Background: an optimization exercise with open tools, aiming at small area. Do not read the settings as production practice.
In this exercise RTL edits were held to simulation tests only and were not proved equivalent to the original.
Power figures rest on the tool's default switching activity, not on a simulated workload.

Setup of epsilon:
## bp_predictor
module bp_predictor (
	input  logic        clk,
	input  logic        rst_n,
	input  logic        pred_valid,
	input  logic [31:0] pred_pc,
	input  logic        upd_valid,
	input  logic [31:0] upd_pc,
	input  logic        upd_taken,
	input  logic [31:0] upd_target,
	input  logic        upd_mispredict,
	input  logic        s_axil_awvalid,
	input  logic [7:0]  s_axil_awaddr,
	input  logic        s_axil_wvalid,
	input  logic [31:0] s_axil_wdata,
	input  logic [3:0]  s_axil_wstrb,
	input  logic        s_axil_bready,
	input  logic        s_axil_arvalid,
	input  logic [7:0]  s_axil_araddr,
	input  logic        s_axil_rready,
	output logic        pred_taken,
	output logic        pred_btb_hit,
	output logic [31:0] pred_target,
	output logic        pred_provider,
	output logic        s_axil_awready,
	output logic        s_axil_wready,
	output logic        s_axil_bvalid,
	output logic [1:0]  s_axil_bresp,
	output logic        s_axil_arready,
	output logic        s_axil_rvalid,
	output logic [31:0] s_axil_rdata,
	output logic [1:0]  s_axil_rresp
);
For scale: roughly 240 I/O pins, about 0.12 mm2 of cells after synthesis.
Settings: LEC_CHECK=0, CAP_MARGIN=20, CORE_MARGIN=2, CORE_UTILIZATION=45, CTS_BUF_LIST=sky130_fd_sc_hd__clkbuf_4 sky130_fd_sc_hd__clkbuf_8, CTS_CLUSTER_DIAMETER=60, CTS_CLUSTER_SIZE=16, PLACE_DENSITY=0.5, SLEW_MARGIN=20, SYNTH_HIERARCHICAL=1, SYNTH_MINIMUM_KEEP_SIZE=0; clock period 10.0 ns.
standard.sh (not shown) runs the stock make flow with config.mk's settings and CLKGATE_MAP_FILE= SYNTH_SCRIPT=/design/flow/synth_recipe.tcl, a recipe that flattens the netlist after the stock synthesis.
==> flow/flow/run.sh <==
#!/bin/bash
# Own layout flow: the standard flow (standard.sh, with its synthesis
# unchanged) run on a copy of config.mk with a few extra ORFS settings:
#  - port buffers use buf_4, which drives the wide input fanouts without
#    extra repair buffers (every port still gets its own buffer)
#  - CTS as in config.mk but without dummy loads
#  - power recovery after global route (downsizes cells with slack to spare)
# make's output goes to flow_make.log in this folder; ORFS writes each step's
# own log under orfs/logs.
set -euo pipefail
cd "$(dirname "$0")/.."
cp config.mk own_config.mk
cat >> own_config.mk <<'EOC'
export BUFFER_PORTS_ARGS = -buffer_cell sky130_fd_sc_hd__buf_4
export CTS_ARGS = -sink_clustering_enable -repair_clock_nets -sink_clustering_size 16 -sink_clustering_max_diameter 60 -buf_list {sky130_fd_sc_hd__clkbuf_4 sky130_fd_sc_hd__clkbuf_8} -dont_use_dummy_load
export RECOVER_POWER = 100
EOC
sed "s#DESIGN_CONFIG=[^ ]*#DESIGN_CONFIG=$PWD/own_config.mk#" standard.sh > own_standard.sh
grep -q "DESIGN_CONFIG=$PWD/own_config.mk" own_standard.sh
bash own_standard.sh > flow_make.log 2>&1
In epsilon the implementation ran to completion but is not tape-out ready, as the final checks report capacitance limit, slew limit.
diff inputs: epsilon => gamma
==> flow/run.sh (new file) <==
#!/bin/bash
# synth_recipe.tcl (not shown) runs the flow's synth.tcl, then flattens the netlist and writes it again
# the make line also repeats each setting of config.mk as NAME=value (left out here)
make -C /OpenROAD-flow-scripts/flow DESIGN_CONFIG=/design/flow/config.mk WORK_HOME=/design/flow/orfs CLKGATE_MAP_FILE= SYNTH_SCRIPT=/design/flow/synth_recipe.tcl finish
removed: flow/flow/run.sh
removed: flow/standard.sh
### Flow results
gamma reached the final stage; the timing, design-rule and antenna checks on its layout passed. Compared with epsilon, in gamma worst-margin pin slew fell by 2.02 ns, area growth from synthesis to layout rose by 2.8 points, part of the total power dissipated in the clock network rose by 2.7 points, number of global-route vias before repair stayed essentially flat, final instance area rose by 0.0034 mm2. Of epsilon and gamma, the lower largest voltage drop on the vdd net belongs to epsilon. Clock edge transition at the registers on the reported setup and hold paths delta (gamma -> epsilon): insignificant.


Another version of the RTL of bp_predictor (not shown whole).
For scale: about 7000 cells after synthesis, about 240 I/O pins.
==> flow/config.mk <==
export PLATFORM = sky130hd
export DESIGN_NAME = bp_predictor
export DESIGN_NICKNAME = bp_predictor
export VERILOG_FILES = /design/flow/design.v
export SDC_FILE = /design/flow/constraint.sdc
export NUM_CORES = 4
export LEC_CHECK = 0
export CAP_MARGIN = 20
export CORE_MARGIN = 2
export CORE_UTILIZATION = 45
export CTS_BUF_LIST = sky130_fd_sc_hd__clkbuf_4 sky130_fd_sc_hd__clkbuf_8
export CTS_CLUSTER_DIAMETER = 60
export CTS_CLUSTER_SIZE = 16
export PLACE_DENSITY = 0.5
export SLEW_MARGIN = 20
export SYNTH_HIERARCHICAL = 1
export SYNTH_MINIMUM_KEEP_SIZE = 0
==> flow/constraint.sdc <==
create_clock -name core_clock -period 10.0 [get_ports {clk}]
set_input_delay 2.0000 -clock core_clock [delete_from_list [all_inputs] [get_ports {clk}]]
set_output_delay 2.0000 -clock core_clock [all_outputs]
set_load 0.01 [all_outputs]
==> flow/flow/run.sh <==
#!/bin/bash
# Own layout flow: the standard flow (standard.sh, with its synthesis
# unchanged) run on a copy of config.mk with a few extra ORFS settings:
#  - port buffers use buf_4, which drives the wide input fanouts without
#    extra repair buffers (every port still gets its own buffer)
#  - CTS as in config.mk but without dummy loads
# make's output goes to flow_make.log in this folder; ORFS writes each step's
# own log under orfs/logs.
set -euo pipefail
cd "$(dirname "$0")/.."
cp config.mk own_config.mk
cat >> own_config.mk <<'EOC'
export BUFFER_PORTS_ARGS = -buffer_cell sky130_fd_sc_hd__buf_4
export CTS_ARGS = -sink_clustering_enable -repair_clock_nets -sink_clustering_size 16 -sink_clustering_max_diameter 60 -buf_list {sky130_fd_sc_hd__clkbuf_4 sky130_fd_sc_hd__clkbuf_8} -dont_use_dummy_load
EOC
sed "s#DESIGN_CONFIG=[^ ]*#DESIGN_CONFIG=$PWD/own_config.mk#" standard.sh > own_standard.sh
grep -q "DESIGN_CONFIG=$PWD/own_config.mk" own_standard.sh
bash own_standard.sh > flow_make.log 2>&1
The starting point went through all stages and came out clean.
Next try:
--- a/flow/flow/run.sh
+++ b/flow/flow/run.sh
@@ -6,2 +6,6 @@
 #  - CTS as in config.mk but without dummy loads
+#  - power recovery after global route (downsizes cells with slack to spare),
+#    followed by a second repair_design so that no downsized driver is left
+#    with a slew or capacitance violation; this uses a copy of ORFS's scripts
+#    folder whose global_route.tcl gets that one extra step
 # make's output goes to flow_make.log in this folder; ORFS writes each step's
@@ -14,5 +18,16 @@
 export CTS_ARGS = -sink_clustering_enable -repair_clock_nets -sink_clustering_size 16 -sink_clustering_max_diameter 60 -buf_list {sky130_fd_sc_hd__clkbuf_4 sky130_fd_sc_hd__clkbuf_8} -dont_use_dummy_load
+export RECOVER_POWER = 100
 EOC
+rm -rf own_scripts
+cp -r "$FLOW_HOME/scripts" own_scripts
+python3 - <<'EOP'
+p = "own_scripts/global_route.tcl"
+s = open(p).read()
+old = "  recover_power_helper\n"
+assert s.count(old) == 1
+s = s.replace(old, old + "  log_cmd estimate_parasitics -global_routing\n  repair_design_helper\n")
+open(p, "w").write(s)
+EOP
 sed "s#DESIGN_CONFIG=[^ ]*#DESIGN_CONFIG=$PWD/own_config.mk#" standard.sh > own_standard.sh
 grep -q "DESIGN_CONFIG=$PWD/own_config.mk" own_standard.sh
-bash own_standard.sh > flow_make.log 2>&1
+bash own_standard.sh "SCRIPTS_DIR=$PWD/own_scripts" finish > flow_make.log 2>&1
- CORE_UTILIZATION: 45 -> 55
- PLACE_DENSITY: 0.5 -> 0.6
Worst setup slack gets better by 0.045 ns. Non-clock buffer count goes down by 24. Worst hold slack degrades by 0.0043 ns. Maximum frequency rose slightly. Power goes down slightly. Register-to-register slack got worse by 0.50 ns. Wire length fell by a little under a tenth. Utilization rose by 10 points. Flip-flop and latch count stays the same.
Next try:
- CORE_UTILIZATION: 55 -> 45
- PLACE_DENSITY: 0.6 -> 0.5
=> Via count is about the same. Clock-buffer cell count climbs by 22. Global-route usage decreases by 3.3 points. Routed wire length went up by 9.6%.
Next try:
- CORE_UTILIZATION: 45 -> 60
- PLACE_DENSITY: 0.5 -> 0.65
Effect: Wire length fell by 9.3%. Core utilization rose by 15 points. Combinational power fell by about 6%. Total power fell by 2.2%. Cell area fell by 1.5%. Clock skew fell by 0.028 ns.

## static timing again, ports no longer ideal
The flow's constraints put no driver on any port. The routed layouts listed below were extracted and timed again, unchanged, in two steps.
Step 1 sets driving cells, clkbuf_16 on the clock port and buf_2 on the other inputs (assumed; they add their load-dependent delay and slew).
Step 2 also shifts input and output timing later by t, the mid clock arrival at the registers, as if the neighbouring blocks saw the same clock.
Slacks: ideal / step 1 / step 2; pairs: ideal / step 1.
run	t (ns)	slack for setup (ns)	hold WS [ns]	worst slew at a driven data input, ns	max-slew violations
epsilon	1.137	0.307 / 0.351 / -0.780	0.503 / 0.503 / 0.503	0.30	885 / 952
gamma	1.161	0.154 / -0.006 / -0.006	0.490 / 0.490 / 0.490	0.27	0 / 0
the first run of note 2	1.135	0.455 / 0.433 / 0.433	0.502 / 0.502 / 0.502	0.26	0 / 0
the second run of note 2	1.099	0.500 / 0.480 / 0.308	0.498 / 0.498 / 0.498	0.27	0 / 0
the third run of note 2	1.139	0.397 / 0.374 / 0.374	0.504 / 0.504 / 0.504	0.25	0 / 0
the fourth run of note 2	1.110	0.391 / 0.366 / 0.138	0.499 / 0.499 / 0.499	0.22	0 / 0
The drivers bring new slew violations in epsilon. The setup slack of epsilon, which loses most, moves by +0.044 ns with the drivers and by -1.087 ns with both steps.
